This is an optimization exercise on Yosys and OpenROAD, whose aim is a short achievable clock period and few clock cycles, not a production implementation.
Only simulation tests tie the RTL to the original design; equivalence was not proved.
No activity file was given, so power comes from the tool's default toggle rates.

==> inputs of 06-24 <==
==> flow/design.v <==
`timescale 1ns/10ps
module rv_core (
	input  logic        clk,
	input  logic        reset,
	output logic [31:0] imem_addr,
	input  logic [31:0] imem_data,
	output logic [31:0] dmem_addr,
	output logic        dmem_we,
	output logic [31:0] dmem_wdata,
	input  logic [31:0] dmem_rdata
);
	localparam int BHT_W = 6;
	function automatic logic [32:0] ks_add(input logic [31:0] x, input logic [31:0] y,
		input logic ci);
		logic [31:0] p0, g, p, gn, pn;
		logic [32:0] r;
		p0 = x ^ y;
		g = x & y;
		p = p0;
		g[0] = g[0] | (p0[0] & ci);
		for (int d = 1; d < 32; d = d * 2) begin
			for (int i = 0; i < 32; i++) begin
				if (i >= d) begin
					gn[i] = g[i] | (p[i] & g[i - d]);
					pn[i] = p[i] & p[i - d];
				end else begin
					gn[i] = g[i];
					pn[i] = p[i];
				end
			end
			g = gn;
			p = pn;
		end
		r[0] = p0[0] ^ ci;
		for (int i = 1; i < 32; i++) begin
			r[i] = p0[i] ^ g[i - 1];
		end
		r[32] = g[31];
		ks_add = r;
	endfunction
	logic [11:0] pc_lo;
	logic [19:0] pc_hi;
	logic [19:0] pc_inc;
	logic        pc_c;
	logic [(1<<BHT_W)-1:0] bht_v;
	logic [1:0]  bht_c [(1<<BHT_W)];
	logic        u_en;
	logic [BHT_W-1:0] u_bi;
	logic [1:0]  u_bc;
	logic        u_taken;
	logic [31:0] rf [1:31];
	logic [31:0] w_val;
	logic [4:0]  w_rd;
	logic        w_we;
	logic        x_valid;
	logic [4:0]  x_rd;
	logic        x_we;
	logic [31:0] x_a;
	logic [31:0] x_b;
	logic [31:0] x_bn;
	logic [31:0] x_sd;
	logic [31:0] x_link;
	logic [11:0] x_alt_lo;
	logic [19:0] x_alt_hi;
	logic [19:0] x_alt_inc;
	logic        x_alt_c;
	logic        x_r_eq, x_r_ne, x_r_lt, x_r_ge, x_r_ltu, x_r_geu, x_r_jalr;
	logic        x_s_add;
	logic        x_s_sub;
	logic        x_s_slt;
	logic        x_s_sltu;
	logic        x_s_la;
	logic        x_s_lx;
	logic        x_s_sll;
	logic        x_s_sr;
	logic        x_s_sra;
	logic        x_s_link;
	logic        x_ld;
	logic        x_st;
	logic        x_br;
	logic [2:0]  x_f3;
	logic [1:0]  x_bc;
	logic [BHT_W-1:0] x_bi;
	logic [31:0] m_addr;
	logic        m_we;
	logic        sb_valid;
	logic [31:0] sb_addr;
	logic [31:0] sb_data;
	logic [31:0] result;
	logic        x_wr;
	logic        redirect;
	assign x_wr = x_valid && x_we;
	logic [31:0] inst;
	logic [4:0]  opc;
	logic [2:0]  f3;
	logic [6:0]  f7;
	logic [4:0]  rd, rs1, rs2;
	logic        enc_ok;
	logic        d_op, d_opimm, d_lui, d_auipc, d_jal, d_jalr, d_br, d_ld, d_st;
	logic        f7_zero, f7_alt;
	logic [31:0] imm_i, imm_s, imm_b, imm_u, imm_j;
	logic [19:0] pc_true_hi;
	logic [31:0] pc_cur;
	logic [BHT_W-1:0] f_bi;
	logic        f_bv;
	logic [1:0]  f_bc;
	logic        f_bt;
	logic        f_pred;
	logic [12:0] lo_j;
	logic [12:0] lo_b;
	logic [12:0] lo_seq;
	assign inst = imem_data;
	assign opc = inst[6:2];
	assign f3 = inst[14:12];
	assign f7 = inst[31:25];
	assign rd = inst[11:7];
	assign rs1 = inst[19:15];
	assign rs2 = inst[24:20];
	assign enc_ok = inst[1:0] == 2'b11;
	assign f7_zero = f7 == 7'b0000000;
	assign f7_alt = f7 == 7'b0100000;
	assign d_op    = enc_ok && opc == 5'b01100 &&
		(f7_zero || (f7_alt && (f3 == 3'b000 || f3 == 3'b101)));
	assign d_opimm = enc_ok && opc == 5'b00100 &&
		((f3 != 3'b001 && f3 != 3'b101) || f7_zero || (f3 == 3'b101 && f7_alt));
	assign d_lui   = enc_ok && opc == 5'b01101;
	assign d_auipc = enc_ok && opc == 5'b00101;
	assign d_jal   = enc_ok && opc == 5'b11011;
	assign d_jalr  = enc_ok && opc == 5'b11001 && f3 == 3'b000;
	assign d_br    = enc_ok && opc == 5'b11000 && f3[2:1] != 2'b01;
	assign d_ld    = enc_ok && opc == 5'b00000 && f3 == 3'b010;
	assign d_st    = enc_ok && opc == 5'b01000 && f3 == 3'b010;
	assign imm_i = {{20{inst[31]}}, inst[31:20]};
	assign imm_s = {{20{inst[31]}}, inst[31:25], inst[11:7]};
	assign imm_b = {{20{inst[31]}}, inst[7], inst[30:25], inst[11:8], 1'b0};
	assign imm_u = {inst[31:12], 12'b0};
	assign imm_j = {{12{inst[31]}}, inst[19:12], inst[20], inst[30:21], 1'b0};
	assign pc_true_hi = pc_hi + pc_inc + {19'b0, pc_c};
	assign pc_cur = {pc_true_hi, pc_lo};
	assign f_bi = pc_lo[BHT_W+1:2];
	assign f_bv = bht_v[f_bi];
	assign f_bc = bht_c[f_bi];
	assign f_bt = d_br && (f_bv ? f_bc[1] : inst[31]);
	assign f_pred = d_jal || f_bt;
	logic [32:0] lo_j_w, lo_b_w, ld_w, jlo_w;
	assign lo_j_w = ks_add({20'd0, pc_lo}, {20'd0, imm_j[11:0]}, 1'b0);
	assign lo_b_w = ks_add({20'd0, pc_lo}, {20'd0, imm_b[11:0]}, 1'b0);
	assign lo_j = lo_j_w[12:0];
	assign lo_b = lo_b_w[12:0];
	assign lo_seq = {1'b0, pc_lo} + 13'd4;
	assign imem_addr = {pc_hi, pc_lo};
	logic        f_x1, f_x2;
	logic [31:0] f_rf1, f_rf2;
	logic        stall;
	logic [10:0] ld_lo;
	assign f_x1 = x_wr && rs1 == x_rd;
	assign f_x2 = x_wr && rs2 == x_rd;
	assign f_rf1 = (rs1 == 5'd0) ? 32'd0 : ((w_we && rs1 == w_rd) ? w_val : rf[rs1]);
	assign f_rf2 = (rs2 == 5'd0) ? 32'd0 : ((w_we && rs2 == w_rd) ? w_val : rf[rs2]);
	assign stall = d_ld && f_x1;
	assign ld_w = ks_add(f_rf1, imm_i, 1'b0);
	assign ld_lo = ld_w[10:0];
	logic [31:0] xa_n, xb_n, xsd_n, xa_o, xb_o;
	logic        fa, fb;
	assign fa = f_x1 && !(d_lui || d_auipc);
	assign fb = f_x2 && (d_op || d_br);
	assign xa_o = d_lui ? 32'd0 : (d_auipc ? pc_cur : f_rf1);
	assign xb_o = d_st ? imm_s : ((d_lui || d_auipc) ? imm_u : ((d_op || d_br) ? f_rf2 : imm_i));
	assign xa_n = fa ? result : xa_o;
	assign xb_n = fb ? result : xb_o;
	assign xsd_n = f_x2 ? result : f_rf2;
	logic [31:0] a, b;
	logic [31:0] sum, diff;
	logic [32:0] sext, dext;
	logic        lt, ltu, eq;
	logic        taken;
	logic [12:0] jlo;
	logic        sb_hit;
	logic [31:0] ldata;
	logic        x_store;
	logic        next_ld;
	logic        sb_valid_n;
	logic [31:0] sb_addr_n;
	assign a = x_a;
	assign b = x_b;
	assign sext = ks_add(a, b, 1'b0);
	assign sum = sext[31:0];
	assign dext = ks_add(a, x_bn, 1'b1);
	assign diff = dext[31:0];
	assign ltu = !dext[32];
	assign lt = (a[31] == x_bn[31]) ? a[31] : diff[31];
	assign eq = (a ^ x_bn) == 32'hffffffff;
	logic [32:0] sr_ext;
	logic [31:0] rest;
	assign sr_ext = $signed({x_s_sra && a[31], a}) >>> b[4:0];
	assign rest =
		({32{x_s_slt}}  & {31'b0, lt}) |
		({32{x_s_sltu}} & {31'b0, ltu}) |
		({32{x_s_la}}   & (a & b)) |
		({32{x_s_lx}}   & (a ^ b)) |
		({32{x_s_sll}}  & (a << b[4:0])) |
		({32{x_s_sr}}   & sr_ext[31:0]) |
		({32{x_s_link}} & x_link);
	always_comb begin
		case (x_f3)
			3'b000: taken = eq;
			3'b001: taken = !eq;
			3'b100: taken = lt;
			3'b101: taken = !lt;
			3'b110: taken = ltu;
			default: taken = !ltu;
		endcase
	end
	assign redirect = x_r_jalr || (x_r_eq && eq) || (x_r_ne && !eq) || (x_r_lt && lt) ||
		(x_r_ge && !lt) || (x_r_ltu && ltu) || (x_r_geu && !ltu);
	assign jlo_w = ks_add({20'd0, a[11:0]}, {20'd0, b[11:0]}, 1'b0);
	assign jlo = jlo_w[12:0];
	assign sb_hit = sb_valid && sb_addr[10:2] == m_addr[10:2];
	assign ldata = sb_hit ? sb_data : dmem_rdata;
	assign result = x_s_add ? sum : (x_s_sub ? diff : (x_ld ? ldata : rest));
	assign x_store = x_valid && x_st;
	assign next_ld = d_ld && !stall;
	assign sb_valid_n = x_store || (sb_valid && !m_we);
	assign sb_addr_n = x_store ? sum : sb_addr;
	assign dmem_addr = m_addr;
	assign dmem_we = m_we;
	assign dmem_wdata = sb_data;
	logic [11:0] n_lo;
	logic [19:0] n_hi;
	logic [19:0] n_inc;
	logic        n_c;
	always_comb begin
		if (stall) begin
			n_lo = pc_lo;
			n_hi = pc_hi;
			n_inc = pc_inc;
			n_c = pc_c;
		end else if (d_jal) begin
			n_lo = lo_j[11:0];
			n_hi = pc_true_hi;
			n_inc = imm_j[31:12];
			n_c = lo_j[12];
		end else if (f_bt) begin
			n_lo = lo_b[11:0];
			n_hi = pc_true_hi;
			n_inc = imm_b[31:12];
			n_c = lo_b[12];
		end else begin
			n_lo = lo_seq[11:0];
			n_hi = pc_true_hi;
			n_inc = 20'd0;
			n_c = lo_seq[12];
		end
	end
	logic [11:0] r_lo;
	logic [19:0] r_hi;
	logic [19:0] r_inc;
	logic        r_c;
	assign r_lo = x_r_jalr ? {jlo[11:1], 1'b0} : x_alt_lo;
	assign r_hi = x_r_jalr ? a[31:12] : x_alt_hi;
	assign r_inc = x_r_jalr ? b[31:12] : x_alt_inc;
	assign r_c = x_r_jalr ? jlo[12] : x_alt_c;
	always_ff @(posedge clk) begin
		if (reset) begin
			pc_lo <= 12'd0;
			pc_hi <= 20'd0;
			pc_inc <= 20'd0;
			pc_c <= 1'b0;
		end else begin
			pc_lo <= redirect ? r_lo : n_lo;
			pc_hi <= redirect ? r_hi : n_hi;
			pc_inc <= redirect ? r_inc : n_inc;
			pc_c <= redirect ? r_c : n_c;
		end
	end
	always_ff @(posedge clk) begin
		w_val <= result;
		w_rd <= x_rd;
		if (reset) begin
			w_we <= 1'b0;
		end else begin
			w_we <= x_wr;
		end
	end
	always_ff @(posedge clk) begin
		if (reset) begin
			for (int i = 1; i < 32; i++) begin
				rf[i] <= 32'd0;
			end
		end else if (w_we) begin
			rf[w_rd] <= w_val;
		end
	end
	logic x_go;
	logic [12:0] alt_lo;
	assign x_go = !reset && !redirect && !stall;
	assign alt_lo = f_bt ? lo_seq : lo_b;
	always_ff @(posedge clk) begin
		x_valid <= x_go;
		x_rd <= rd;
		x_we <= (d_op || d_opimm || d_lui || d_auipc || d_jal || d_jalr || d_ld) && rd != 5'd0;
		x_a <= xa_n;
		x_b <= xb_n;
		x_bn <= ~xb_n;
		x_sd <= xsd_n;
		x_link <= pc_cur + 32'd4;
		x_alt_lo <= alt_lo[11:0];
		x_alt_hi <= pc_true_hi;
		x_alt_inc <= f_bt ? 20'd0 : imm_b[31:12];
		x_alt_c <= alt_lo[12];
		x_r_eq <= x_go && d_br && (f_bt ? f3 == 3'b001 : f3 == 3'b000);
		x_r_ne <= x_go && d_br && (f_bt ? f3 == 3'b000 : f3 == 3'b001);
		x_r_lt <= x_go && d_br && (f_bt ? f3 == 3'b101 : f3 == 3'b100);
		x_r_ge <= x_go && d_br && (f_bt ? f3 == 3'b100 : f3 == 3'b101);
		x_r_ltu <= x_go && d_br && (f_bt ? f3 == 3'b111 : f3 == 3'b110);
		x_r_geu <= x_go && d_br && (f_bt ? f3 == 3'b110 : f3 == 3'b111);
		x_r_jalr <= x_go && d_jalr;
		x_s_add <= (d_op && f3 == 3'b000 && !f7[5]) || (d_opimm && f3 == 3'b000) ||
			d_lui || d_auipc;
		x_s_sub <= d_op && f3 == 3'b000 && f7[5];
		x_s_slt <= (d_op || d_opimm) && f3 == 3'b010;
		x_s_sltu <= (d_op || d_opimm) && f3 == 3'b011;
		x_s_la <= (d_op || d_opimm) && f3[2:1] == 2'b11;
		x_s_lx <= (d_op || d_opimm) && (f3 == 3'b100 || f3 == 3'b110);
		x_s_sll <= (d_op || d_opimm) && f3 == 3'b001;
		x_s_sr <= (d_op || d_opimm) && f3 == 3'b101;
		x_s_sra <= (d_op || d_opimm) && f3 == 3'b101 && f7[5];
		x_s_link <= d_jal || d_jalr;
		x_ld <= d_ld;
		x_st <= d_st;
		x_br <= d_br;
		x_f3 <= f3;
		x_bc <= f_bv ? f_bc : (inst[31] ? 2'b10 : 2'b01);
		x_bi <= f_bi;
	end
	always_ff @(posedge clk) begin
		if (reset) begin
			u_en <= 1'b0;
		end else begin
			u_en <= x_valid && x_br;
		end
		u_bi <= x_bi;
		u_bc <= x_bc;
		u_taken <= taken;
	end
	always_ff @(posedge clk) begin
		if (reset) begin
			bht_v <= '0;
		end else if (u_en) begin
			bht_v[u_bi] <= 1'b1;
		end
		if (u_en) begin
			bht_c[u_bi] <= u_taken ? ((u_bc == 2'b11) ? 2'b11 : u_bc + 2'b01)
				: ((u_bc == 2'b00) ? 2'b00 : u_bc - 2'b01);
		end
	end
	always_ff @(posedge clk) begin
		if (reset) begin
			sb_valid <= 1'b0;
			m_we <= 1'b0;
		end else begin
			sb_valid <= sb_valid_n;
			m_we <= sb_valid_n && !next_ld;
		end
		sb_addr <= sb_addr_n;
		if (x_store) begin
			sb_data <= x_sd;
		end
		m_addr <= {sb_addr_n[31:11], next_ld ? ld_lo : sb_addr_n[10:0]};
	end
endmodule
==> flow/flow/run.sh <==
#!/bin/bash
# The standard flow with two changes to how the layout is made: ports are
# buffered with buf_4 cells and repair may swap cells across footprints.
set -o pipefail
bash standard.sh MATCH_CELL_FOOTPRINT=0 "BUFFER_PORTS_ARGS=-buffer_cell sky130_fd_sc_hd__buf_4" finish > standard_flow.log 2>&1
==> flow/standard.sh <==
#!/bin/bash
# synth_recipe.tcl (not shown) runs the flow's synth.tcl, then flattens the netlist and writes it again
# the make line also repeats each setting of config.mk as NAME=value (left out here)
make -C /OpenROAD-flow-scripts/flow DESIGN_CONFIG=/design/flow/config.mk WORK_HOME=/design/flow/orfs CLKGATE_MAP_FILE= SYNTH_SCRIPT=/design/flow/synth_recipe.tcl "${@:-finish}"
==> flow/config.mk <==
export PLATFORM = sky130hd
export DESIGN_NAME = rv_core
export DESIGN_NICKNAME = rv_core
export VERILOG_FILES = /design/flow/design.v
export SDC_FILE = /design/flow/constraint.sdc
export NUM_CORES = 4
export LEC_CHECK = 0
export ABC_CLOCK_PERIOD_IN_PS = 2500
export CAP_MARGIN = 30
export CORE_MARGIN = 2
export CORE_UTILIZATION = 40
export SETUP_SLACK_MARGIN = 4.2
export SLEW_MARGIN = 30
export TNS_END_PERCENT = 100
==> flow/constraint.sdc <==
create_clock -name core_clock -period 7.0 [get_ports {clk}]
set_input_delay 1.4000 -clock core_clock [delete_from_list [all_inputs] [get_ports {clk}]]
set_output_delay 1.4000 -clock core_clock [all_outputs]
set_load 0.01 [all_outputs]
==> 01-18: changes against 06-24 <==
--- a/flow/design.v
+++ b/flow/design.v
@@ -81,7 +81,8 @@
 	logic [2:0]  x_f3;
 	logic [1:0]  x_bc;
 	logic [BHT_W-1:0] x_bi;
-	logic [31:0] m_addr;
+	logic [10:0] m_ld_addr;
+	logic        m_ld;
 	logic        m_we;
 	logic        sb_valid;
 	logic [31:0] sb_addr;
@@ -155,10 +156,20 @@
 	logic [10:0] ld_lo;
 	assign f_x1 = x_wr && rs1 == x_rd;
 	assign f_x2 = x_wr && rs2 == x_rd;
-	assign f_rf1 = (rs1 == 5'd0) ? 32'd0 : ((w_we && rs1 == w_rd) ? w_val : rf[rs1]);
-	assign f_rf2 = (rs2 == 5'd0) ? 32'd0 : ((w_we && rs2 == w_rd) ? w_val : rf[rs2]);
-	assign stall = d_ld && f_x1;
-	assign ld_w = ks_add(f_rf1, imm_i, 1'b0);
+	logic [31:0] rf0 [32];
+	logic        f_w1, f_w2;
+	always_comb begin
+		rf0[0] = 32'd0;
+		for (int i = 1; i < 32; i++) begin
+			rf0[i] = rf[i];
+		end
+	end
+	assign f_w1 = w_we && rs1 == w_rd;
+	assign f_w2 = w_we && rs2 == w_rd;
+	assign f_rf1 = f_w1 ? w_val : rf0[rs1];
+	assign f_rf2 = f_w2 ? w_val : rf0[rs2];
+	assign stall = d_ld && (f_x1 || f_w1);
+	assign ld_w = ks_add(rf0[rs1], imm_i, 1'b0);
 	assign ld_lo = ld_w[10:0];
 	logic [31:0] xa_n, xb_n, xsd_n, xa_o, xb_o;
 	logic        fa, fb;
@@ -215,14 +226,14 @@
 		(x_r_ge && !lt) || (x_r_ltu && ltu) || (x_r_geu && !ltu);
 	assign jlo_w = ks_add({20'd0, a[11:0]}, {20'd0, b[11:0]}, 1'b0);
 	assign jlo = jlo_w[12:0];
-	assign sb_hit = sb_valid && sb_addr[10:2] == m_addr[10:2];
+	assign sb_hit = sb_valid && sb_addr[10:2] == m_ld_addr[10:2];
 	assign ldata = sb_hit ? sb_data : dmem_rdata;
 	assign result = x_s_add ? sum : (x_s_sub ? diff : (x_ld ? ldata : rest));
 	assign x_store = x_valid && x_st;
 	assign next_ld = d_ld && !stall;
 	assign sb_valid_n = x_store || (sb_valid && !m_we);
 	assign sb_addr_n = x_store ? sum : sb_addr;
-	assign dmem_addr = m_addr;
+	assign dmem_addr = {sb_addr[31:11], m_ld ? m_ld_addr : sb_addr[10:0]};
 	assign dmem_we = m_we;
 	assign dmem_wdata = sb_data;
 	logic [11:0] n_lo;
@@ -358,14 +369,16 @@
 		if (reset) begin
 			sb_valid <= 1'b0;
 			m_we <= 1'b0;
+			m_ld <= 1'b0;
 		end else begin
 			sb_valid <= sb_valid_n;
 			m_we <= sb_valid_n && !next_ld;
+			m_ld <= next_ld;
 		end
 		sb_addr <= sb_addr_n;
 		if (x_store) begin
 			sb_data <= x_sd;
 		end
-		m_addr <= {sb_addr_n[31:11], next_ld ? ld_lo : sb_addr_n[10:0]};
+		m_ld_addr <= ld_lo;
 	end
 endmodule
Settings changed: SETUP_SLACK_MARGIN 4.2 to 3.4.
==> 04-02: changes against 06-24 <==
--- a/flow/design.v
+++ b/flow/design.v
@@ -155,10 +155,20 @@
 	logic [10:0] ld_lo;
 	assign f_x1 = x_wr && rs1 == x_rd;
 	assign f_x2 = x_wr && rs2 == x_rd;
-	assign f_rf1 = (rs1 == 5'd0) ? 32'd0 : ((w_we && rs1 == w_rd) ? w_val : rf[rs1]);
-	assign f_rf2 = (rs2 == 5'd0) ? 32'd0 : ((w_we && rs2 == w_rd) ? w_val : rf[rs2]);
-	assign stall = d_ld && f_x1;
-	assign ld_w = ks_add(f_rf1, imm_i, 1'b0);
+	logic [31:0] rf0 [32];
+	logic        f_w1, f_w2;
+	always_comb begin
+		rf0[0] = 32'd0;
+		for (int i = 1; i < 32; i++) begin
+			rf0[i] = rf[i];
+		end
+	end
+	assign f_w1 = w_we && rs1 == w_rd;
+	assign f_w2 = w_we && rs2 == w_rd;
+	assign f_rf1 = f_w1 ? w_val : rf0[rs1];
+	assign f_rf2 = f_w2 ? w_val : rf0[rs2];
+	assign stall = d_ld && (f_x1 || f_w1);
+	assign ld_w = ks_add(rf0[rs1], imm_i, 1'b0);
 	assign ld_lo = ld_w[10:0];
 	logic [31:0] xa_n, xb_n, xsd_n, xa_o, xb_o;
 	logic        fa, fb;
Settings changed: SETUP_SLACK_MARGIN 4.2 to 3.4.
==> impl_metrics.yaml <==
grt:
  grt_pass1_vias: 63900
finish:
  nMultiInputCombCells: 4376
  seq_cell_count: 1631
  final_nets: 7452
  final_cell_mix: "edfxtp_1 (1205), and2_1 (1000), mux4_2 (759), buf_4 (526), nor2_1 (340)"
place:
  place_area_um2: 92600
route:
  wl_met1_um: 135000
timing:
  finClkSkew_ns: 0.0426
logic_synthesis:
  synth_compound_area_share_pct: 7.95
critical_path:
  setup.worst_path.start: "imem_data[15]"
status:
  status: "timing/DRC/antenna clean"
die:
  start_util_pct: 40.4
the above is filed under 06-24

==> impl_metrics.yaml <==
status:
  status: "timing/DRC/antenna clean"
grt:
  grt_pass1_vias: 71800
die:
  start_util_pct: 40.2
critical_path:
  setup.worst_path.start: "imem_data[17]"
  slowest_stage: "nand2_1"
power:
  p_per_area_nw_per_um2: 270
clocking:
  postCtsSetupRepairBufs: 177
  postCtsHoldBufs: 0
  clock_sinks: 1600
timing:
  finClkSkew_ns: 0.0647
route:
  viasPerCell: 7.16
  wl_met1_um: 173000
finish:
  final_cell_mix: "edfxtp_1 (1184), and2_1 (1016), a22oi_1 (851), buf_4 (591), nand2_1 (474)"
  nMultiInputCombCells: 5275
  seq_cell_count: 1600
logic_synthesis:
  synth_compound_area_share_pct: 17.4
place:
  place_area_um2: 88700
the above is filed under 01-18

==> impl_metrics.yaml <==
route:
  wl_met1_um: 162000
critical_path:
  worst-setup-path-type: "in -> reg"
place:
  place_area_um2: 87600
  pre_cts_ws_ns: 1.45
die:
  start_util_pct: 40.3
grt:
  grt_pass1_vias: 70800
status:
  status: "timing/DRC/antenna clean"
logic_synthesis:
  synth_compound_area_share_pct: 17.5
timing:
  finClkSkew_ns: 0.0686
finish:
  seq-cell-share_pct: 44.1
  nMultiInputCombCells: 5232
the above is filed under 04-02

Testbench counts of 06-24, summed over its fixed seeds: cycles 27,416.
Testbench counts of 01-18, summed over its fixed seeds: cycles 27,590.
Testbench counts of 04-02, summed over its fixed seeds: cycles 27,590.

-- static timing again, ports no longer ideal --
The flow's constraints put no driver on any port. The routed layouts listed below were extracted and timed again, unchanged, in two steps.
Step 1, drivers: a clkbuf_16 drives clk and a buf_2 each remaining input, both assumed.
Step 2 moves the port delays by t, midway between the first and last clock arrival at a register: inputs arrive t later, outputs are due t later. That takes back most of the time a late clock gives input paths.
Slacks: no drivers / after step 1 / after step 2; pairs: no drivers / after step 1.
run	shift t [ns]	slack for setup (ns)	latest minus earliest clock arrival (ns)	worst data-port slew with drivers (ns)
06-24	0.951	2.979 / 2.571 / 1.620	0.052 / 0.052	0.58
01-18	0.941	3.130 / 3.107 / 2.166	0.068 / 0.068	0.17
04-02	0.979	3.114 / 3.101 / 2.122	0.090 / 0.090	0.28
After both steps every run listed still meets setup and hold. The setup slack of 06-24, which loses most, moves by -0.408 ns with the drivers and by -1.359 ns with both steps.
